This design comes from an exercise in tuning for small area on the open sky130 flow, not from production work.
Function was checked by simulation only, so behaviour that the tests miss may differ from the original.
Power and IR drop assume default switching activity.

==> flow/design.v <==
package matrix_pkg;
    localparam int CLKS_PER_BIT = 16;
    localparam int MAX_DIM      = 5;
    localparam int SLOT_COUNT   = 5;
    localparam int SEED_COUNT   = 3;
    typedef logic [7:0] byte_t;
    typedef logic [7:0] elem_t;
    typedef logic [2:0] dim_t;
    typedef logic [2:0] slot_t;
    typedef logic [MAX_DIM*MAX_DIM*8-1:0] matrix_t;
    typedef enum logic [1:0] {
        MODE_IDLE,
        MODE_STORE,
        MODE_SHOW
    } mode_e;
    localparam matrix_t SEED_DATA_0 = 200'h04_03_02_01;
    localparam matrix_t SEED_DATA_1 = 200'h08_07_06_05;
    localparam matrix_t SEED_DATA_2 = 200'h09_08_07_06_05_04_03_02_01;
    localparam matrix_t SEED_DATA_3 = 200'h0;
    localparam matrix_t SEED_DATA_4 = 200'h0;
    localparam dim_t SEED_M_0 = 3'd2;
    localparam dim_t SEED_M_1 = 3'd2;
    localparam dim_t SEED_M_2 = 3'd3;
    localparam dim_t SEED_M_3 = 3'd0;
    localparam dim_t SEED_M_4 = 3'd0;
    localparam dim_t SEED_N_0 = 3'd2;
    localparam dim_t SEED_N_1 = 3'd2;
    localparam dim_t SEED_N_2 = 3'd3;
    localparam dim_t SEED_N_3 = 3'd0;
    localparam dim_t SEED_N_4 = 3'd0;
endpackage
module matrix_show_top (
    input  logic       clk,
    input  logic       rst_n,
    input  logic       btn,
    input  logic       uart_rx,
    input  logic [4:0] mode_sw,
    output logic       uart_tx
);
    localparam logic [1:0] RX_IDLE = 2'd0, RX_START = 2'd1, RX_DATA = 2'd2, RX_STOP = 2'd3;
    logic [1:0] rx_state;
    logic [3:0] rx_cnt;
    logic [2:0] rx_bit;
    logic [3:0] rx_lo;       
    logic       rx_hi_ok;    
    logic       rx_done;
    logic       rx_bit_end;
    assign rx_bit_end = (rx_cnt == 4'd15);
    always_ff @(posedge clk or negedge rst_n) begin
        if (!rst_n) begin
            rx_state <= RX_IDLE;
            rx_done  <= 1'b0;
        end else begin
            rx_done <= 1'b0;
            case (rx_state)
                RX_IDLE:  if (!uart_rx) rx_state <= RX_START;
                RX_START: if (rx_cnt == 4'd7) rx_state <= uart_rx ? RX_IDLE : RX_DATA;
                RX_DATA:  if (rx_bit_end && rx_bit == 3'd7) rx_state <= RX_STOP;
                default:  if (rx_bit_end) begin
                    rx_state <= RX_IDLE;
                    rx_done  <= uart_rx;
                end
            endcase
        end
    end
    always_ff @(posedge clk) begin
        if (rx_state == RX_IDLE || (rx_state == RX_START && rx_cnt == 4'd7) || rx_bit_end) begin
            rx_cnt <= '0;
        end else begin
            rx_cnt <= rx_cnt + 4'd1;
        end
        if (rx_state == RX_START) begin
            rx_bit <= '0;
        end else if (rx_state == RX_DATA && rx_bit_end) begin
            rx_bit <= rx_bit + 3'd1;
            if (!rx_bit[2]) rx_lo <= {uart_rx, rx_lo[3:1]};
            rx_hi_ok <= !rx_bit[2] || (rx_hi_ok && (uart_rx ^ rx_bit[1]));
        end
    end
    localparam logic [1:0] MODE_IDLE = 2'd0, MODE_STORE = 2'd1, MODE_SHOW = 2'd2;
    localparam logic [1:0] DEC_M = 2'd0, DEC_N = 2'd1, DEC_ELEM = 2'd2;
    logic [1:0] mode;
    logic [1:0] dstate;
    logic [2:0] m_reg;        
    logic [2:0] n_reg;        
    logic       query_go;
    logic       pend;         
    logic [4:0] idx;          
    logic [4:0] phase;        
    logic [1:0] fcnt;         
    logic [2:0] m3, n3, m4, n4;
    logic       show_busy;
    logic       accept, dim_ok, digit_ok, acc_digit, wr_go, last;
    logic [4:0] frame_len;
    assign accept    = rx_done && !show_busy && !btn && (mode != MODE_IDLE);
    assign dim_ok    = rx_hi_ok && (rx_lo >= 4'd1) && (rx_lo <= 4'd5);
    assign digit_ok  = rx_hi_ok && (rx_lo <= 4'd9);
    assign frame_len = 5'd3 + 5'(m_reg) * 5'(n_reg);
    assign last      = (idx == frame_len - 5'd1);
    assign acc_digit = accept && (dstate == DEC_ELEM) && digit_ok;
    assign wr_go     = (acc_digit || pend) && (phase == idx);
    always_ff @(posedge clk or negedge rst_n) begin
        if (!rst_n) begin
            mode     <= MODE_IDLE;
            dstate   <= DEC_M;
            query_go <= 1'b0;
            pend     <= 1'b0;
            fcnt     <= 2'd0;
        end else begin
            query_go <= 1'b0;
            pend     <= (acc_digit || pend) && !wr_go;
            if (wr_go && last && fcnt != 2'd2) begin
                fcnt <= fcnt + 2'd1;
            end
            if (btn) begin
                dstate <= DEC_M;
                if (mode == MODE_IDLE) begin
                    case (mode_sw)
                        5'b00001: mode <= MODE_STORE;
                        5'b00100: mode <= MODE_SHOW;
                        default:  mode <= MODE_IDLE;
                    endcase
                end else begin
                    mode <= MODE_IDLE;
                end
            end else if (accept) begin
                case (dstate)
                    DEC_M: if (dim_ok) dstate <= DEC_N;
                    DEC_N: begin
                        if (dim_ok && mode == MODE_SHOW) begin
                            query_go <= 1'b1;
                            dstate   <= DEC_M;
                        end else if (dim_ok) begin
                            dstate <= DEC_ELEM;
                        end
                    end
                    DEC_ELEM: if (digit_ok && last) dstate <= DEC_M;
                    default: dstate <= DEC_M;
                endcase
            end
        end
    end
    always_ff @(posedge clk) begin
        if (accept && dim_ok && dstate == DEC_M) m_reg <= rx_lo[2:0];
        if (accept && dim_ok && dstate == DEC_N) n_reg <= rx_lo[2:0];
        if (wr_go && last && fcnt == 2'd0) begin
            m3 <= m_reg;
            n3 <= n_reg;
        end
        if (wr_go && last && fcnt == 2'd1) begin
            m4 <= m_reg;
            n4 <= n_reg;
        end
        phase <= (phase >= 5'd27) ? 5'd3 : phase + 5'd1;
    end
    logic [3:0] ring_a [25];
    logic [3:0] ring_b [25];
    always_ff @(posedge clk) begin
        for (int i = 0; i < 24; i++) begin
            ring_a[i] <= ring_a[i+1];
            ring_b[i] <= ring_b[i+1];
        end
        ring_a[24] <= (wr_go && fcnt == 2'd0) ? rx_lo : ring_a[0];
        ring_b[24] <= (wr_go && fcnt == 2'd1) ? rx_lo : ring_b[0];
    end
    localparam logic [1:0] SEQ_IDLE = 2'd0, SEQ_PREPARE = 2'd1, SEQ_LAUNCH = 2'd2, SEQ_WAIT = 2'd3;
    logic [1:0] sstate;
    logic [2:0] cursor;
    logic       frame_go;
    logic       frame_busy;
    logic [4:0] hit;
    logic [2:0] match_count;
    logic [2:0] sel;
    always_comb begin
        hit[0] = (m_reg == 3'd2) && (n_reg == 3'd2);
        hit[1] = hit[0];
        hit[2] = (m_reg == 3'd3) && (n_reg == 3'd3);
        hit[3] = (fcnt != 2'd0) && (m3 == m_reg) && (n3 == n_reg);
        hit[4] = (fcnt == 2'd2) && (m4 == m_reg) && (n4 == n_reg);
        match_count = '0;
        sel         = '0;
        for (int i = 0; i < 5; i++) begin
            if (hit[i]) begin
                if (match_count == cursor) sel = 3'(i);
                match_count = match_count + 3'd1;
            end
        end
    end
    always_ff @(posedge clk or negedge rst_n) begin
        if (!rst_n) begin
            sstate    <= SEQ_IDLE;
            cursor    <= '0;
            frame_go  <= 1'b0;
            show_busy <= 1'b0;
        end else begin
            frame_go <= 1'b0;
            case (sstate)
                SEQ_IDLE: begin
                    if (query_go) begin
                        cursor    <= '0;
                        show_busy <= 1'b1;
                        sstate    <= SEQ_PREPARE;
                    end
                end
                SEQ_PREPARE: begin
                    if (match_count == '0) begin
                        show_busy <= 1'b0;
                        sstate    <= SEQ_IDLE;
                    end else begin
                        frame_go <= 1'b1;
                        sstate   <= SEQ_WAIT;
                    end
                end
                SEQ_LAUNCH: begin
                    frame_go <= 1'b1;
                    sstate   <= SEQ_WAIT;
                end
                default: begin
                    if (!frame_busy && !frame_go) begin
                        cursor <= cursor + 3'd1;
                        if (cursor + 3'd1 == match_count) begin
                            show_busy <= 1'b0;
                            sstate    <= SEQ_IDLE;
                        end else begin
                            sstate <= SEQ_LAUNCH;
                        end
                    end
                end
            endcase
        end
    end
    logic       tx_go;
    logic       tx_busy;
    logic [3:0] tx_cnt;
    logic [3:0] tx_bit;
    logic [3:0] txb;         
    logic [3:0] cur;         
    logic [3:0] tap;
    logic       send;
    logic       bitval;
    assign send = frame_busy && !frame_go && !tx_busy && !tx_go && (idx != frame_len);
    always_ff @(posedge clk or negedge rst_n) begin
        if (!rst_n) begin
            frame_busy <= 1'b0;
            tx_go      <= 1'b0;
        end else begin
            tx_go <= 1'b0;
            if (frame_go) begin
                frame_busy <= 1'b1;
            end else if (send) begin
                tx_go <= 1'b1;
            end else if (frame_busy && !tx_busy && !tx_go) begin
                frame_busy <= 1'b0;
            end
        end
    end
    always_ff @(posedge clk) begin
        if (frame_go) begin
            idx <= '0;
        end else if (send || wr_go) begin
            idx <= idx + 5'd1;
        end else if (accept && dim_ok && dstate == DEC_N) begin
            idx <= 5'd3;
        end
    end
    always_comb begin
        case (sel)
            3'd3:    tap = ring_a[0];
            3'd4:    tap = ring_b[0];
            3'd1:    tap = idx[3:0] + 4'd2;
            default: tap = idx[3:0] - 4'd2;
        endcase
    end
    always_ff @(posedge clk) begin
        if (tx_busy && tx_bit[3] && phase == idx) txb <= tap;
    end
    always_comb begin
        case (idx)
            5'd1:    cur = {1'b0, cursor + 3'd1};
            5'd2:    cur = {1'b0, m_reg};
            5'd3:    cur = {1'b0, n_reg};
            default: cur = txb;
        endcase
        if (tx_bit == 4'd8)      bitval = 1'b1;
        else if (tx_bit[3:2] == 2'd0) bitval = cur[tx_bit[1:0]];
        else                     bitval = 1'b0;
    end
    always_ff @(posedge clk or negedge rst_n) begin
        if (!rst_n) begin
            uart_tx <= 1'b1;
            tx_busy <= 1'b0;
        end else if (tx_go) begin
            uart_tx <= 1'b0;
            tx_busy <= 1'b1;
        end else if (tx_busy && tx_cnt == 4'd15) begin
            if (tx_bit == 4'd9) begin
                tx_busy <= 1'b0;
            end else begin
                uart_tx <= bitval;
            end
        end
    end
    always_ff @(posedge clk) begin
        if (tx_go || tx_cnt == 4'd15) begin
            tx_cnt <= '0;
        end else begin
            tx_cnt <= tx_cnt + 4'd1;
        end
        if (tx_go) begin
            tx_bit <= '0;
        end else if (tx_busy && tx_cnt == 4'd15) begin
            tx_bit <= tx_bit + 4'd1;
        end
    end
endmodule
==> flow/run.sh <==
#!/bin/bash
# synth_recipe.tcl (not shown) runs the flow's synth.tcl, then flattens the netlist and writes it again
# the make line also repeats each setting of config.mk as NAME=value (left out here)
make -C /OpenROAD-flow-scripts/flow DESIGN_CONFIG=/design/flow/config.mk WORK_HOME=/design/flow/orfs CLKGATE_MAP_FILE= SYNTH_SCRIPT=/design/flow/synth_recipe.tcl finish
==> flow/config.mk <==
export PLATFORM = sky130hd
export DESIGN_NAME = matrix_show_top
export DESIGN_NICKNAME = matrix_show_top
export VERILOG_FILES = /design/flow/design.v
export SDC_FILE = /design/flow/constraint.sdc
export NUM_CORES = 4
export LEC_CHECK = 0
export ABC_AREA = 1
export CAP_MARGIN = 20
export CORE_MARGIN = 2
export CORE_UTILIZATION = 60
export CTS_BUF_LIST = sky130_fd_sc_hd__clkbuf_8
export PLACE_DENSITY = 0.75
export SLEW_MARGIN = 20
==> flow/constraint.sdc <==
create_clock -name core_clock -period 10.0 [get_ports {clk}]
set_input_delay 2.0000 -clock core_clock [delete_from_list [all_inputs] [get_ports {clk}]]
set_output_delay 2.0000 -clock core_clock [all_outputs]
set_load 0.01 [all_outputs]
==> impl_metrics.py, run 1 <==
metrics = {
    "run_status": {
        "run_status": "finished clean",
    },
    "pwr": {
        "comb_power_share": 0.028,
        "switching_share": 0.215,
        "switchingPower_mw": 0.424,
        "p_leak_nw": 4.46,
        "clock_power_share": 0.401,
        "p_int_mw": 1.55,
        "power.density_mw_per_mm2": 201,
        "ir_drop_mv": 0.167,
        "p_seq_frac": 0.572,
    },
    "critical_path": {
        "crit_family": "adder cells",
        "path_cells": "nand2_1 -> fa_1 -> inv_1 -> ha_1 -> fa_1 -> xnor2_1 -> xor2_1 -> nand3_1 -> nor2_1 -> and3_1 -> inv_1 -> nor2_1",
        "required_ps": 10160,
        "reg2reg_setup_slack_ps": 6050,
        "worst-path-buf-inv": 2,
        "arrival_ps": 4110,
        "crit_fanout": 9,
        "end_kind": "register",
        "criticalPathCategory": "register to register",
        "max_stage_delay_ps": 560,
        "cp_slowest_cell": "edfxtp_1",
        "cp-start-kind": "register",
    },
    "clock_tree": {
        "clk-insertion-delay-late_ps": 520,
        "clkSlewWorstSetupHoldPaths_ps": 60,
        "htree_levels": 2,
        "cts_sinks": 274,
        "ctsHoldBuffers": 0,
        "cts_setup_buffers": 0,
        "cts_resized": 0,
        "clk_root_buffer_cell": "clkbuf_8",
        "tritoncts": "built",
        "numCtsBuffers": 40,
        "clock_path_buffers": 3,
    },
    "global_route": {
        "grt-ovfl-total": 0,
        "grt_pass1_vias": 5381,
        "grt_pass1_wl_um": 25100,
        "grt_max_degree": 23,
        "track_usage": 0.197,
        "grt_antenna_before_repair": 0,
    },
    "die": {
        "fp.dieArea_mm2": 0.0156,
        "ios": 10,
        "die_y_um": 125,
        "coreArea_mm2": 0.0144,
        "rows": 44,
        "fp.dieW_um": 125,
        "start_util": 0.607,
    },
    "sta": {
        "setup_viol": 0,
        "max_freq_mhz": 253,
        "final_hold_viol_count": 0,
        "hold_slack_ps": 319,
        "tns_ps": 0,
        "finalCritPeriodShare": 0.395,
        "clock_skew_ps": 18.5,
        "max-slew-margin-rel": 0.399,
        "period_minus_slack_ps": 3950,
        "drv_slew": 0,
        "fin_ws_ps": 6050,
        "tightest_slew_ps": 879,
        "rsz0062_at_grt": "no",
    },
    "synth": {
        "ys_types": 51,
        "synth_area_mm2": 0.00876,
        "synth_area_leaders": "dfxtp_1, edfxtp_1, nand2_1",
        "synth_ff_type": "dfxtp_1",
        "syn-num-nets": 857,
        "synth_edf_count": 27,
        "syn-mean-instance-area_um2": 10.8,
        "yosys.area.top_type": "dfxtp_1",
        "netlist_instances": 811,
        "ys_warn_count": 3,
        "synth_top_cell_area_share": 0.514,
        "yosysMostFrequentCell": "dfxtp_1",
        "netlist_top_cells_count": "dfxtp_1, nand2_1, inv_1",
        "ys_seq_elements": 274,
        "yosysSeqAreaShare": 0.670,
        "async_flop_share": 0.0803,
    },
    "finish": {
        "reg.largest.list": "ring_a x100, ring_b x100",
        "nets": 906,
        "area_delta_synth_final_pct": 11.8,
        "drive_above_1_share": 0.102,
        "antenna_cells": 0,
    },
    "routing": {
        "viasPerCell": 4.99,
        "ant_nets": 0,
        "wl_per_cell_um": 13.8,
        "vias": 5331,
        "wirelength_um": 14800,
        "drtPass1Iterations": 4,
        "dr.first_iter.drc_count": 320,
        "drc": 0,
    },
    "placed_design": {
        "globalplace.congestion": 0.866,
        "pre_cts_ws_ps": 5970,
        "io_buffers": 9,
        "dp_hpwl_um": 10200,
    },
    "hold_path": {
        "min_path_type": "register to register",
    },
    "run": {
        "drv_cap": 0,
    },
}
==> path summary, 6_finish.rpt <==
kind	from	end	depth (start not counted)
min in group asynchronous	rst_n	pend	1
max reg2reg	m_reg[0]	m4[2]	12
max	m_reg[0]	m4[2]	12
min reg2reg	ring_b[7][0]	ring_b[6][0]	0
min	ring_b[7][0]	ring_b[6][0]	0
max in group asynchronous	rst_n	tx_busy	1
==> area by class of cell <==
| class | count | area [um^2] |
|---|---|---|
| sequential | 274 | 5870 |
| multi-input combinational | 435 | 2510 |
| fill | 1076 | 4640 |
| timing repair buffer | 10 | 92.6 |
| clock inverter | 23 | 115 |
| clock buffer | 44 | 606 |
| inverter | 99 | 372 |
| tap | 184 | 230 |
==> metrics by stage <==
stage / util / std cells / instance area (um^2) / power, mW
2_1_floorplan: - / 811 / 8760 / 1.19
3_3_place_gp: 0.629 / 1002 / 9070 / 1.20
4_1_cts: 0.679 / 1069 / 9790 / 2.00
3_5_place_dp: 0.629 / 1002 / 9070 / 1.20
5_1_grt: 0.679 / 1069 / 9790 / 2.05
6_report: 0.679 / 1069 / 9790 / 1.97
==> cells by family (layout without fill, tap and decap cells) <==
kind of cell	Yosys count	in the layout	share of synthesized area
AND/OR/NAND/NOR	313	313	0.162
flip-flops	274	274	0.670
buffers and inverters	102	176	0.0440
AO/OA/AOI/OAI	63	63	0.0446
adder cells (fa/ha/maj)	37	37	0.0554
XOR/XNOR	22	22	0.0241
==> layout by cell type, fill, tap and decap left out, drive strengths merged, types with 4 or more instances in the layout <==
cell type	netlist	routed
clkinv	1	9
o21ai	21	21
clkdlybuf4s50	0	8
clkbuf	1	44
nand3	57	57
edfxtp	27	27
xor2	16	16
a21oi	19	19
nand3b	4	4
nand2	172	172
nand4	6	6
nor3	8	8
inv	98	113
dfrtp	21	21
xnor2	6	6
nor2	58	58
o22ai	6	6
dfxtp	225	225
ha	34	34
==> power groups by stage <==
stage / logic, mW / registers, mW / clock network, mW
floorplan: 0.0382 / 1.15 / 0
global placement: 0.0484 / 1.15 / 0
detailed placement: 0.0539 / 1.15 / 0
CTS: 0.0542 / 1.13 / 0.817
global route: 0.0625 / 1.13 / 0.863
finish: 0.0542 / 1.13 / 0.789
==> layer usage <==
layer / share of wire / routed length, um / GRT usage / vias to the layer above
met1: 0.45 / 6570 / 0.254 / 2476
li1: - / - / - / 2696
met2: 0.48 / 7020 / 0.321 / 122
met3: 0.050 / 738 / 0.0464 / 37
met4: 0.029 / 429 / 0.0817 / 0
met5: 0 / 0 / 0 / -
==> run 2: changes to the inputs <==
--- a/flow/config.mk
+++ b/flow/config.mk
@@ -11,3 +11,3 @@
 export CORE_UTILIZATION = 60
-export CTS_BUF_LIST = sky130_fd_sc_hd__clkbuf_8
+export CTS_BUF_LIST = sky130_fd_sc_hd__clkbuf_4
 export PLACE_DENSITY = 0.75
==> impl_metrics.py, run 2 <==
metrics = {
    "finish": {
        "final_common_cell": "dfxtp_1",
        "nets": 933,
        "drive_above_1_share": 0.148,
        "regArea_mm2": 0.00587,
        "reg.largest.list": "ring_a x100, ring_b x100",
        "final_area_mm2": 0.00990,
        "multi_input_area_mm2": 0.00251,
        "num-fill-cells": 1084,
        "area_delta_synth_final_pct": 13.0,
        "layout_common_cells": "dfxtp_1, nand2_1, clkbuf_4",
    },
    "critical_path": {
        "criticalPathCategory": "register to register",
        "reg2reg_setup_slack_ps": 6080,
        "required_ps": 10260,
        "cp-start-kind": "register",
        "crit_fanout": 9,
        "end_kind": "register",
        "arrival_ps": 4180,
    },
    "die": {
        "rows": 44,
        "die_y_um": 125,
        "fp.dieW_um": 125,
        "coreArea_mm2": 0.0144,
        "fp.dieArea_mm2": 0.0156,
        "start_util": 0.607,
        "ios": 10,
    },
    "sta": {
        "drv_slew": 0,
        "tns_ps": 0,
        "setup_viol": 0,
        "max-slew-margin-rel": 0.362,
        "period_minus_slack_ps": 3920,
        "rsz0062_at_grt": "no",
        "final_hold_viol_count": 0,
        "finalCritPeriodShare": 0.392,
        "clock_skew_ps": 56.9,
        "tightest_slew_ps": 933,
        "max_freq_mhz": 255,
    },
    "run": {
        "drv_cap": 0,
    },
    "routing": {
        "ant_nets": 0,
        "vias": 5530,
        "wl_per_cell_um": 13.5,
        "drtPass1Iterations": 5,
        "drc": 0,
        "dr.first_iter.drc_count": 301,
        "viasPerCell": 4.97,
        "wirelength_um": 15000,
    },
    "global_route": {
        "grt-ovfl-total": 0,
        "track_usage": 0.204,
        "grt_antenna_before_repair": 1,
        "grt_pass1_vias": 5655,
        "grt_max_degree": 23,
        "grt_pass1_wl_um": 25800,
    },
    "placed_design": {
        "io_buffers": 9,
        "dp_hpwl_um": 10200,
        "postPlaceCellArea_mm2": 0.00907,
        "globalplace.congestion": 0.866,
    },
    "clock_tree": {
        "clk_root_buffer_cell": "clkbuf_4",
        "htree_levels": 3,
        "cts_setup_buffers": 0,
        "tritoncts": "built",
        "cts_sinks": 274,
        "clkSlewWorstSetupHoldPaths_ps": 60,
        "numCtsBuffers": 67,
        "clk-insertion-delay-late_ps": 660,
        "clock_path_buffers": 3,
        "ctsHoldBuffers": 0,
        "cts_resized": 0,
    },
    "synth": {
        "yosysSeqAreaShare": 0.670,
        "netlist_top_cells_count": "dfxtp_1, nand2_1, inv_1",
        "ys_types": 51,
        "syn-num-nets": 857,
        "netlist_instances": 811,
        "yosysMostFrequentCell": "dfxtp_1",
        "ys_seq_elements": 274,
        "synth_edf_count": 27,
        "yosys.area.top_type": "dfxtp_1",
        "synth_area_leaders": "dfxtp_1, edfxtp_1, nand2_1",
        "synth_area_mm2": 0.00876,
        "async_flop_share": 0.0803,
        "ys_warn_count": 3,
        "synth_ff_type": "dfxtp_1",
        "synth_top_cell_area_share": 0.514,
        "syn-mean-instance-area_um2": 10.8,
    },
    "pwr": {
        "ir_drop_mv": 0.182,
        "power.density_mw_per_mm2": 208,
        "p_leak_nw": 4.52,
    },
    "run_status": {
        "run_status": "finished clean",
    },
    "hold_path": {
        "min_path_type": "register to register",
    },
}
==> run 2: layer usage <==
metal	vias to the layer above	part of all wire	track usage
li1	2785	-	-
met1	2599	0.45	0.251
met2	108	0.48	0.328
met3	38	0.044	0.0653
met4	0	0.030	0.0961
met5	-	0	0
==> run 2: cells by family after synthesis <==
kind of cell / after synthesis / share of synthesized area
compound gates: 63 / 0.0446
xor+xnor: 22 / 0.0241
fa+ha+maj: 37 / 0.0554
buf+inv: 102 / 0.0440
flops: 274 / 0.670
simple gates: 313 / 0.162
==> run 2: per-stage QoR <==
step / setup slack, ps / hold slack, ps / utilization / power (mW) / std cells
6_report: 6080 / 285 / 0.686 / 2.06 / 1113
5_1_grt: 5770 / 309 / 0.686 / 2.16 / 1113
4_1_cts: 6060 / 290 / 0.686 / 2.10 / 1112
3_5_place_dp: 5970 / 312 / 0.629 / 1.20 / 1002
3_3_place_gp: 6030 / 310 / 0.629 / 1.20 / 1002
2_1_floorplan: 6560 / 310 / - / 1.19 / 811
==> run 2: power by group <==
| group | internal (mW) | switching, mW | leakage [nW] |
|---|---|---|---|
| logic | 0.0212 | 0.0330 | 1.66 |
| registers | 1.12 | 0.00839 | 2.37 |
| clock network | 0.484 | 0.398 | 0.493 |
| total | 1.62 | 0.439 | 4.52 |
==> run 2: path summary, 6_finish.rpt <==
check                           cells after the start          from      endpoint
worst max-delay path                               12      m_reg[0]         m4[2]
worst min-delay path                                0  ring_b[2][0]  ring_b[1][0]
worst max register to register                     12      m_reg[0]         m4[2]
worst min register to register                      0  ring_b[2][0]  ring_b[1][0]
max in group asynchronous                           1         rst_n          pend
min in group asynchronous                           1         rst_n     sstate[1]
==> run 2: layout make-up <==
class,count,area share
Tap cell,184,0.0233
Multi-Input combinational cell,435,0.253
Clock inverter,16,0.0121
Timing Repair Buffer,10,0.00936
Sequential cell,274,0.593
Clock buffer,94,0.0713
Inverter,99,0.0376
Antenna cell,1,0.000253
==> run 2: critical path, cell delays in order (launching register included) <==
cell,delay (ps)
edfxtp_1,570
nand2_1,130
fa_1,560
inv_1,40
ha_1,320
fa_1,550
xnor2_1,250
xor2_1,170
nand3_1,90
nor2_1,150
and3_1,250
inv_1,70
nor2_1,410
==> run 3: changes to the inputs <==
--- a/flow/config.mk
+++ b/flow/config.mk
@@ -7,3 +7,2 @@
 export LEC_CHECK = 0
-export ABC_AREA = 1
 export CAP_MARGIN = 20
@@ -11,3 +10,4 @@
 export CORE_UTILIZATION = 60
-export CTS_BUF_LIST = sky130_fd_sc_hd__clkbuf_4
+export CTS_CLUSTER_DIAMETER = 60
+export CTS_CLUSTER_SIZE = 34
 export PLACE_DENSITY = 0.75
==> impl_metrics.py, run 3 <==
metrics = {
    "die": {
        "ios": 10,
        "start_util": 0.616,
        "coreArea_mm2": 0.0139,
        "fp.dieArea_mm2": 0.0153,
        "die_y_um": 124,
        "rows": 43,
        "fp.dieW_um": 124,
    },
    "routing": {
        "wl_met3_um": 510,
        "drc": 0,
        "vias": 4537,
        "wl_per_cell_um": 15.0,
        "ant_nets": 0,
        "wirelength_um": 12800,
        "dr_wl_met2_um": 5960,
        "m1WireLength_um": 6010,
        "drtPass1Iterations": 6,
        "viasPerCell": 5.30,
        "maxUsedRoutingLayer": "met4",
        "dr.first_iter.drc_count": 229,
    },
    "clock_tree": {
        "cts_sinks": 274,
        "ctsHoldBuffers": 0,
        "htree_levels": 1,
        "clk_root_buffer_cell": "clkbuf_16",
        "numCtsBuffers": 14,
        "clkSlewWorstSetupHoldPaths_ps": 110,
        "clk-insertion-delay-late_ps": 500,
        "cts_setup_buffers": 0,
        "cts_resized": 0,
        "tritoncts": "built",
        "clock_path_buffers": 3,
    },
    "placed_design": {
        "dp_hpwl_um": 8830,
        "globalplace.congestion": 0.774,
        "io_buffers": 9,
        "postPlaceCellArea_mm2": 0.00882,
    },
    "synth": {
        "synth_edf_count": 27,
        "netlist_top_cells_count": "dfxtp_1, nand2_1, nor2_1",
        "ys_seq_elements": 274,
        "netlist_instances": 660,
        "ys_types": 69,
        "async_flop_share": 0.0803,
        "synth_area_mm2": 0.00858,
        "ys_warn_count": 3,
        "yosysMostFrequentCell": "dfxtp_1",
        "synth_top_cell_area_share": 0.525,
        "syn-num-nets": 706,
        "syn-mean-instance-area_um2": 13.0,
        "yosys.area.top_type": "dfxtp_1",
        "synth_ff_type": "dfxtp_1",
        "yosysSeqAreaShare": 0.684,
        "synth_area_leaders": "dfxtp_1, edfxtp_1, dfrtp_1",
    },
    "sta": {
        "tns_ps": 0,
        "rsz0062_at_grt": "no",
        "period_minus_slack_ps": 4100,
        "max-slew-margin-rel": 0.605,
        "final_hold_viol_count": 0,
        "tightest_slew_ps": 591,
        "drv_slew": 0,
        "setup_viol": 0,
        "clock_skew_ps": 35.4,
        "max_freq_mhz": 244,
        "finalCritPeriodShare": 0.410,
        "hold_slack_ps": 317,
    },
    "finish": {
        "num-fill-cells": 1000,
        "layout_common_cells": "dfxtp_1, nand2_1, nor2_1",
        "final_area_mm2": 0.00929,
        "final_common_cell": "dfxtp_1",
        "regArea_mm2": 0.00587,
        "antenna_cells": 0,
        "nets": 715,
        "area_delta_synth_final_pct": 8.21,
        "multi_input_area_mm2": 0.00253,
        "reg.largest.list": "ring_a x100, ring_b x100",
        "drive_above_1_share": 0.0754,
    },
    "critical_path": {
        "worstSetupEndpoint": "show_busy",
        "startpoint": "n_reg[2]",
        "cp_num_cells": 13,
        "required_ps": 10360,
        "worst-path-buf-inv": 1,
        "regToRegStartpoint": "n_reg[2]",
        "cp-start-kind": "register",
        "path_cells": "nand4bb_4 -> nor3_1 -> ha_1 -> and3b_1 -> nor2_1 -> ha_1 -> inv_1 -> or4_1 -> o31ai_1 -> xnor2_1 -> o211ai_1 -> a311oi_2 -> mux2_1",
        "max_stage_delay_ps": 580,
        "criticalPathCategory": "register to register",
        "reg2reg_depth": 13,
        "reg2reg_setup_slack_ps": 5900,
        "cp_slowest_cell": "edfxtp_1",
        "r2r-end": "show_busy",
        "end_kind": "register",
        "crit_fanout": 9,
        "crit_family": "simple AND/OR/NAND/NOR gates",
        "arrival_ps": 4460,
        "crit_path_frequent_cell": "ha_1",
    },
    "pwr": {
        "power.density_mw_per_mm2": 196,
        "p_leak_nw": 3.79,
        "power.total_mw": 1.82,
        "ir_drop_mv": 0.196,
    },
    "run": {
        "drv_cap": 0,
    },
    "hold_path": {
        "hold-path-cell-count": 0,
        "min_path_type": "register to register",
    },
    "global_route": {
        "track_usage": 0.180,
        "grt_pass1_vias": 4531,
        "grt_antenna_before_repair": 0,
        "grt-ovfl-total": 0,
        "grt_pass1_wl_um": 21700,
        "grt_max_degree": 36,
    },
    "run_status": {
        "run_status": "finished clean",
    },
}
==> run 3: worst min path at each step <==
stage | start | endpoint | slack, ps
5_1_grt | ring_a[11][2] | ring_a[10][2] | 320
3_3_place_gp | ring_b[7][0] | ring_b[6][0] | 310
3_5_place_dp | ring_a[19][3] | ring_a[18][3] | 310
2_1_floorplan | ring_a[1][0] | ring_a[0][0] | 310
4_1_cts | ring_b[3][2] | ring_b[2][2] | 310
6_report | ring_a[11][2] | ring_a[10][2] | 320
==> run 3: worst reg2reg max path, cell delays in order, from the launching register on <==
cell	delay, ps
edfxtp_1	580
nand4bb_4	350
nor3_1	450
ha_1	350
and3b_1	240
nor2_1	80
ha_1	290
inv_1	60
or4_1	520
o31ai_1	110
xnor2_1	170
o211ai_1	150
a311oi_2	310
mux2_1	340
==> run 3: area by class of cell <==
class | count | area share
multi-input cells | 342 | 0.272
repair buffers | 10 | 0.00997
flip-flops and latches | 274 | 0.632
inverters | 27 | 0.0109
clock buffers | 17 | 0.0389
clock inverters | 6 | 0.0119
well taps | 180 | 0.0243
==> run 3: logic make-up (layout without fill, tap and decap cells) <==
| group | count (synthesis) | in the layout | share of synthesized area |
|---|---|---|---|
| flip-flops | 274 | 274 | 0.684 |
| XOR/XNOR | 50 | 50 | 0.0526 |
| AO/OA/AOI/OAI | 80 | 80 | 0.0653 |
| AND/OR/NAND/NOR | 161 | 161 | 0.102 |
| adder cells (fa/ha/maj) | 37 | 37 | 0.0566 |
| multiplexers | 14 | 14 | 0.0178 |
| buffers and inverters | 44 | 60 | 0.0217 |
==> run 3: report_power, final <==
group / internal, mW / switching [mW]
logic: 0.0241 / 0.0360
registers: 1.12 / 0.0104
clock network: 0.284 / 0.353
==> run 3: through the flow <==
step                 util  setup slack (ps)  std cells
floorplan               -              6420        660
global placement    0.633              5920        833
detailed placement  0.633              5820        833
CTS                 0.667              5880        856
global route        0.666              5620        856
finish              0.666              5900        856
==> run 3: layer usage <==
metal,vias up,global-route usage
li1,2252,-
met2,80,0.296
met1,2179,0.247
met4,0,0.0589
met5,-,0
met3,26,0.0284
==> run 4: changes to the inputs <==
--- a/flow/config.mk
+++ b/flow/config.mk
@@ -10,4 +10,4 @@
 export CORE_UTILIZATION = 60
-export CTS_CLUSTER_DIAMETER = 60
-export CTS_CLUSTER_SIZE = 34
+export CTS_CLUSTER_DIAMETER = 80
+export CTS_CLUSTER_SIZE = 26
 export PLACE_DENSITY = 0.75
==> impl_metrics.py, run 4 <==
metrics = {
    "global_route": {
        "grt_max_degree": 28,
        "grt_antenna_before_repair": 0,
        "grt_pass1_wl_um": 22100,
        "grt_util_met3": 0.0348,
        "grt_pass1_vias": 4602,
        "grt.met2_usage": 0.303,
        "track_usage": 0.184,
        "use_met1": 0.249,
        "grt_busiest_layer": "met2",
        "grt-ovfl-total": 0,
    },
    "routing": {
        "wl_per_cell_um": 15.3,
        "dr.first_iter.drc_count": 229,
        "drc": 0,
        "vias": 4589,
        "drtPass1Iterations": 6,
        "ant_nets": 0,
        "wirelength_um": 13100,
        "viasPerCell": 5.37,
    },
    "critical_path": {
        "crit_family": "simple AND/OR/NAND/NOR gates",
        "required_ps": 10360,
        "path_cells": "nand4bb_4 -> nor3_1 -> ha_1 -> and3b_1 -> nor2_1 -> ha_1 -> inv_1 -> or4_1 -> o31ai_1 -> xnor2_1 -> o211ai_1 -> a311oi_2 -> mux2_1",
        "arrival_ps": 4460,
        "max_stage_delay_ps": 570,
        "cp-start-kind": "register",
        "crit_path_frequent_cell": "ha_1",
        "cp_slowest_cell": "edfxtp_1",
        "end_kind": "register",
        "worst-path-buf-inv": 1,
        "crit_fanout": 9,
        "criticalPathCategory": "register to register",
    },
    "synth": {
        "synth_top_cell_area_share": 0.525,
        "ys_types": 69,
        "netlist_instances": 660,
        "synth_edf_count": 27,
        "yosys.area.top_type": "dfxtp_1",
        "yosysMostFrequentCell": "dfxtp_1",
        "async_flop_share": 0.0803,
        "synth_area_mm2": 0.00858,
        "ys_warn_count": 3,
        "syn-mean-instance-area_um2": 13.0,
        "ys_seq_elements": 274,
        "yosysSeqAreaShare": 0.684,
        "synth_area_leaders": "dfxtp_1, edfxtp_1, dfrtp_1",
        "syn-num-nets": 706,
        "netlist_top_cells_count": "dfxtp_1, nand2_1, nor2_1",
        "synth_ff_type": "dfxtp_1",
    },
    "pwr": {
        "power.density_mw_per_mm2": 196,
        "p_int_mw": 1.43,
        "clock_power_share": 0.344,
        "p_leak_nw": 3.78,
        "p_seq_frac": 0.621,
        "ir_drop_mv": 0.191,
        "switchingPower_mw": 0.385,
        "comb_power_share": 0.035,
        "switching_share": 0.212,
    },
    "placed_design": {
        "globalplace.congestion": 0.774,
        "dp_cells": 833,
        "dp_hpwl_um": 8830,
        "postPlaceCellArea_mm2": 0.00882,
        "pre_cts_ws_ps": 5820,
        "io_buffers": 9,
    },
    "sta": {
        "max_freq_mhz": 244,
        "tightest_slew_ps": 589,
        "max-slew-margin-rel": 0.607,
        "rsz0062_at_grt": "no",
        "period_minus_slack_ps": 4100,
        "final_hold_viol_count": 0,
        "setup_viol": 0,
        "finalCritPeriodShare": 0.410,
        "tns_ps": 0,
        "clock_skew_ps": 25.4,
        "drv_slew": 0,
        "fin_ws_ps": 5900,
    },
    "finish": {
        "fin_cells": 855,
        "multi_input_area_mm2": 0.00253,
        "reg.largest.list": "ring_a x100, ring_b x100",
        "final_common_cell": "dfxtp_1",
        "area_delta_synth_final_pct": 7.95,
        "final_area_mm2": 0.00926,
        "layout_common_cells": "dfxtp_1, nand2_1, nor2_1",
        "regArea_mm2": 0.00587,
        "nets": 716,
        "num-fill-cells": 981,
        "drive_above_1_share": 0.0726,
        "antenna_cells": 0,
    },
    "die": {
        "fp.dieArea_mm2": 0.0153,
        "rows": 43,
        "fp.dieW_um": 124,
        "ios": 10,
        "die_y_um": 124,
        "coreArea_mm2": 0.0139,
        "start_util": 0.616,
    },
    "run_status": {
        "run_status": "finished clean",
    },
    "clock_tree": {
        "tritoncts": "built",
        "clk-insertion-delay-late_ps": 490,
        "cts_resized": 0,
        "numCtsBuffers": 15,
        "ctsHoldBuffers": 0,
        "cts_setup_buffers": 0,
        "clock_path_buffers": 3,
        "clk_root_buffer_cell": "clkbuf_16",
        "clkSlewWorstSetupHoldPaths_ps": 90,
        "cts_sinks": 274,
        "htree_levels": 1,
    },
    "run": {
        "drv_cap": 0,
    },
    "hold_path": {
        "min_path_type": "register to register",
    },
}
run 4: logic make-up after synthesis:
kind of cell | count (synthesis) | synth area share
buffers and inverters | 44 | 0.0217
AOI/OAI and AO/OA | 80 | 0.0653
and+or+nand+nor | 161 | 0.102
xor gates and xnor gates | 50 | 0.0526
muxes | 14 | 0.0178
DFF | 274 | 0.684
adders and majority gates | 37 | 0.0566
run 4: worst paths after layout:
path	slack [ps]	cells past startpoint	endpoint	startpoint
max in group asynchronous	8090	1	rx_state[1]	rst_n
min in group asynchronous	1500	1	tx_go	rst_n
worst min register to register	320	0	ring_a[4][3]	ring_a[5][3]
worst max-delay path	5900	13	show_busy	n_reg[2]
worst max register to register	5900	13	show_busy	n_reg[2]
worst min-delay path	320	0	ring_a[4][3]	ring_a[5][3]
run 4: final cells by class:
class                   instances  area share
flip-flops and latches        274       0.633
repair buffers                 10      0.0100
multi-input cells             342       0.273
well taps                     180      0.0243
clock buffers                  19      0.0421
clock inverters                 3     0.00635
inverters                      27      0.0109
run 4: power groups by stage:
stage                     clock network [mW]  registers [mW]  logic, mW
after detailed placement                   0            1.15     0.0608
after global routing                   0.684            1.13     0.0715
after CTS                              0.646            1.13     0.0638
after global placement                     0            1.15     0.0535
final                                  0.625            1.13     0.0633
after floorplan                            0            1.15     0.0433
run 4: stage by stage:
step | hold WS, ps | power [mW] | utilization
global placement | 311 | 1.20 | 0.633
finish | 324 | 1.82 | 0.665
floorplan | 310 | 1.19 | -
global route | 331 | 1.88 | 0.665
CTS | 326 | 1.84 | 0.665
detailed placement | 312 | 1.21 | 0.633
run 4: metal layers:
layer	part of all wire	vias up
met5	0	-
met4	0.021	0
met3	0.046	21
met2	0.47	95
met1	0.46	2227
li1	-	2246
==> run 5: changes to the inputs <==
--- a/flow/config.mk
+++ b/flow/config.mk
@@ -9,6 +9,4 @@
 export CORE_MARGIN = 2
-export CORE_UTILIZATION = 60
-export CTS_CLUSTER_DIAMETER = 80
-export CTS_CLUSTER_SIZE = 26
-export PLACE_DENSITY = 0.75
+export CORE_UTILIZATION = 40
+export PLACE_DENSITY = 0.6
 export SLEW_MARGIN = 20
==> impl_metrics.py, run 5 <==
metrics = {
    "clock_tree": {
        "htree_levels": 1,
        "cts_setup_buffers": 0,
        "clk_root_buffer_cell": "clkbuf_16",
        "cts_sinks": 274,
        "ctsHoldBuffers": 0,
        "numCtsBuffers": 25,
        "tritoncts": "built",
        "cts_resized": 0,
        "clkSlewWorstSetupHoldPaths_ps": 60,
        "clk-insertion-delay-late_ps": 520,
        "clock_path_buffers": 3,
    },
    "sta": {
        "setup_viol": 0,
        "tightest_slew_ps": 586,
        "rsz0062_at_grt": "no",
        "final_hold_viol_count": 0,
        "tns_ps": 0,
        "period_minus_slack_ps": 4070,
        "max_freq_mhz": 246,
        "hold_slack_ps": 322,
        "max-slew-margin-rel": 0.606,
        "clock_skew_ps": 6.74,
        "finalCritPeriodShare": 0.407,
        "drv_slew": 0,
    },
    "placed_design": {
        "io_buffers": 9,
        "globalplace.congestion": 0.769,
        "dp_hpwl_um": 9290,
    },
    "pwr": {
        "ir_drop_mv": 0.155,
        "clock_power_share": 0.443,
        "p_seq_frac": 0.529,
        "p_leak_nw": 3.97,
        "comb_power_share": 0.027,
        "switching_share": 0.204,
        "p_int_mw": 1.69,
        "power.density_mw_per_mm2": 218,
        "switchingPower_mw": 0.435,
    },
    "routing": {
        "vias": 4578,
        "drc": 0,
        "wirelength_um": 13500,
        "drtPass1Iterations": 4,
        "wl_per_cell_um": 13.8,
        "viasPerCell": 4.70,
        "ant_nets": 0,
        "dr.first_iter.drc_count": 167,
    },
    "synth": {
        "ys_warn_count": 3,
        "yosys.area.top_type": "dfxtp_1",
        "syn-num-nets": 706,
        "netlist_instances": 660,
        "netlist_top_cells_count": "dfxtp_1, nand2_1, nor2_1",
        "ys_types": 69,
        "yosysSeqAreaShare": 0.684,
        "async_flop_share": 0.0803,
        "synth_ff_type": "dfxtp_1",
        "synth_area_mm2": 0.00858,
        "synth_top_cell_area_share": 0.525,
        "yosysMostFrequentCell": "dfxtp_1",
        "synth_area_leaders": "dfxtp_1, edfxtp_1, dfrtp_1",
        "ys_seq_elements": 274,
        "syn-mean-instance-area_um2": 13.0,
        "synth_edf_count": 27,
    },
    "finish": {
        "layout_common_cells": "dfxtp_1, nand2_1, nor2_1",
        "area_delta_synth_final_pct": 13.8,
        "drive_above_1_share": 0.0987,
        "nets": 726,
        "final_common_cell": "dfxtp_1",
        "antenna_cells": 0,
        "reg.largest.list": "ring_a x100, ring_b x100",
    },
    "global_route": {
        "grt_pass1_wl_um": 22600,
        "grt_pass1_vias": 4708,
        "grt_max_degree": 23,
        "grt_antenna_before_repair": 0,
        "track_usage": 0.124,
        "grt-ovfl-total": 0,
    },
    "die": {
        "fp.dieW_um": 150,
        "rows": 53,
        "start_util": 0.408,
        "die_y_um": 150,
        "fp.dieArea_mm2": 0.0226,
        "ios": 10,
        "coreArea_mm2": 0.0210,
    },
    "critical_path": {
        "reg2reg_setup_slack_ps": 5930,
        "arrival_ps": 4480,
        "cp-start-kind": "register",
        "criticalPathCategory": "register to register",
        "end_kind": "register",
        "required_ps": 10410,
        "crit_fanout": 9,
    },
    "run_status": {
        "run_status": "finished clean",
    },
    "run": {
        "drv_cap": 0,
    },
    "hold_path": {
        "min_path_type": "register to register",
    },
}
## run 5: cell type report
type,instances,area (um^2)
timing repair buffer,10,92.6
clock inverter,14,169
sequential,274,5870
inverter,27,101
multi-input combinational,342,2530
clock buffer,32,662
fill,1851,11300
tap,275,344
## run 5: path summary, 6_finish.rpt
kind,from,end,cells after the start
worst max-delay path,n_reg[2],show_busy,13
worst min-delay path,ring_b[10][3],ring_b[9][3],0
worst max register to register,n_reg[2],show_busy,13
worst min register to register,ring_b[10][3],ring_b[9][3],0
max in group asynchronous,rst_n,uart_tx,1
min in group asynchronous,rst_n,query_go,1
## run 5: critical path, cell delays in order (launching register included)
cell	delay (ps)
edfxtp_1	550
nand4bb_4	340
nor3_1	430
ha_1	340
and3b_1	250
nor2_1	80
ha_1	280
inv_1	50
or4_1	550
o31ai_1	100
xnor2_1	160
o211ai_1	160
a311oi_2	320
mux2_1	340
## run 5: per-stage QoR
step / cell area [um^2] / worst slack [ps] / std cells / power [mW] / util
2_1_floorplan: 8580 / 6420 / 660 / 1.19 / -
3_3_place_gp: 8940 / 5870 / 928 / 1.20 / 0.425
3_5_place_dp: 8940 / 5760 / 928 / 1.21 / 0.425
4_1_cts: 9770 / 5940 / 974 / 2.16 / 0.465
5_1_grt: 9760 / 5680 / 974 / 2.21 / 0.464
6_report: 9760 / 5930 / 974 / 2.13 / 0.464
## run 5: power groups by stage
stage	Sequential, mW	Clock, mW	Combinational (mW)
after floorplan	1.15	0	0.0433
after global routing	1.13	1.02	0.0688
after CTS	1.13	0.972	0.0591
after global placement	1.15	0	0.0539
after detailed placement	1.15	0	0.0592
final	1.13	0.944	0.0579
## run 5: layer usage
layer,track usage,share of wire,vias up
li1,-,-,2281
met1,0.158,0.47,2223
met2,0.212,0.48,51
met3,0.0248,0.031,23
met4,0.0429,0.025,0
met5,0,0,-
## run 5: kinds of logic after synthesis
group	Yosys count	share of synthesized area
flip-flops	274	0.684
AND/OR/NAND/NOR	161	0.102
AO/OA/AOI/OAI	80	0.0653
XOR/XNOR	50	0.0526
buffers and inverters	44	0.0217
adder cells (fa/ha/maj)	37	0.0566
multiplexers	14	0.0178

-- port drivers added, routing unchanged --
No port has a modelled driver above. Below, the same layouts with a new extraction and two added sets of constraints. Step 1 (the two cells are an assumption about what drives the block):
set clk [get_ports {clk}]
set_driving_cell -lib_cell sky130_fd_sc_hd__clkbuf_16 $clk
set_driving_cell -lib_cell sky130_fd_sc_hd__buf_2 [delete_from_list [all_inputs] $clk]
Step 2, shift: input delay + t, output delay - t, t = (earliest + latest rising clock arrival at the registers) / 2. This alone moves slack from input paths to output paths. Three values: ideal, step 1, step 2; two values: the first two.
run	t, ns	setup slack, ns	hold slack, ns	latest minus earliest clock arrival (ns)	cell pins on the clock port's net
run 1	0.552	6.052 / 6.052 / 5.930	0.319 / 0.319 / 0.319	0.020 / 0.020	1
run 2	0.660	6.077 / 6.077 / 5.934	0.285 / 0.285 / 0.285	0.067 / 0.067	1
run 3	0.516	5.899 / 5.899 / 5.841	0.317 / 0.317 / 0.317	0.038 / 0.037	1
run 4	0.515	5.901 / 5.901 / 5.805	0.324 / 0.324 / 0.324	0.026 / 0.026	1
run 5	0.560	5.931 / 5.931 / 5.737	0.322 / 0.322 / 0.322	0.008 / 0.009	1
After both steps every run listed still meets setup and hold. The setup slack of run 5, which loses most, moves by 0.000 ns with the drivers and by -0.194 ns with both steps.
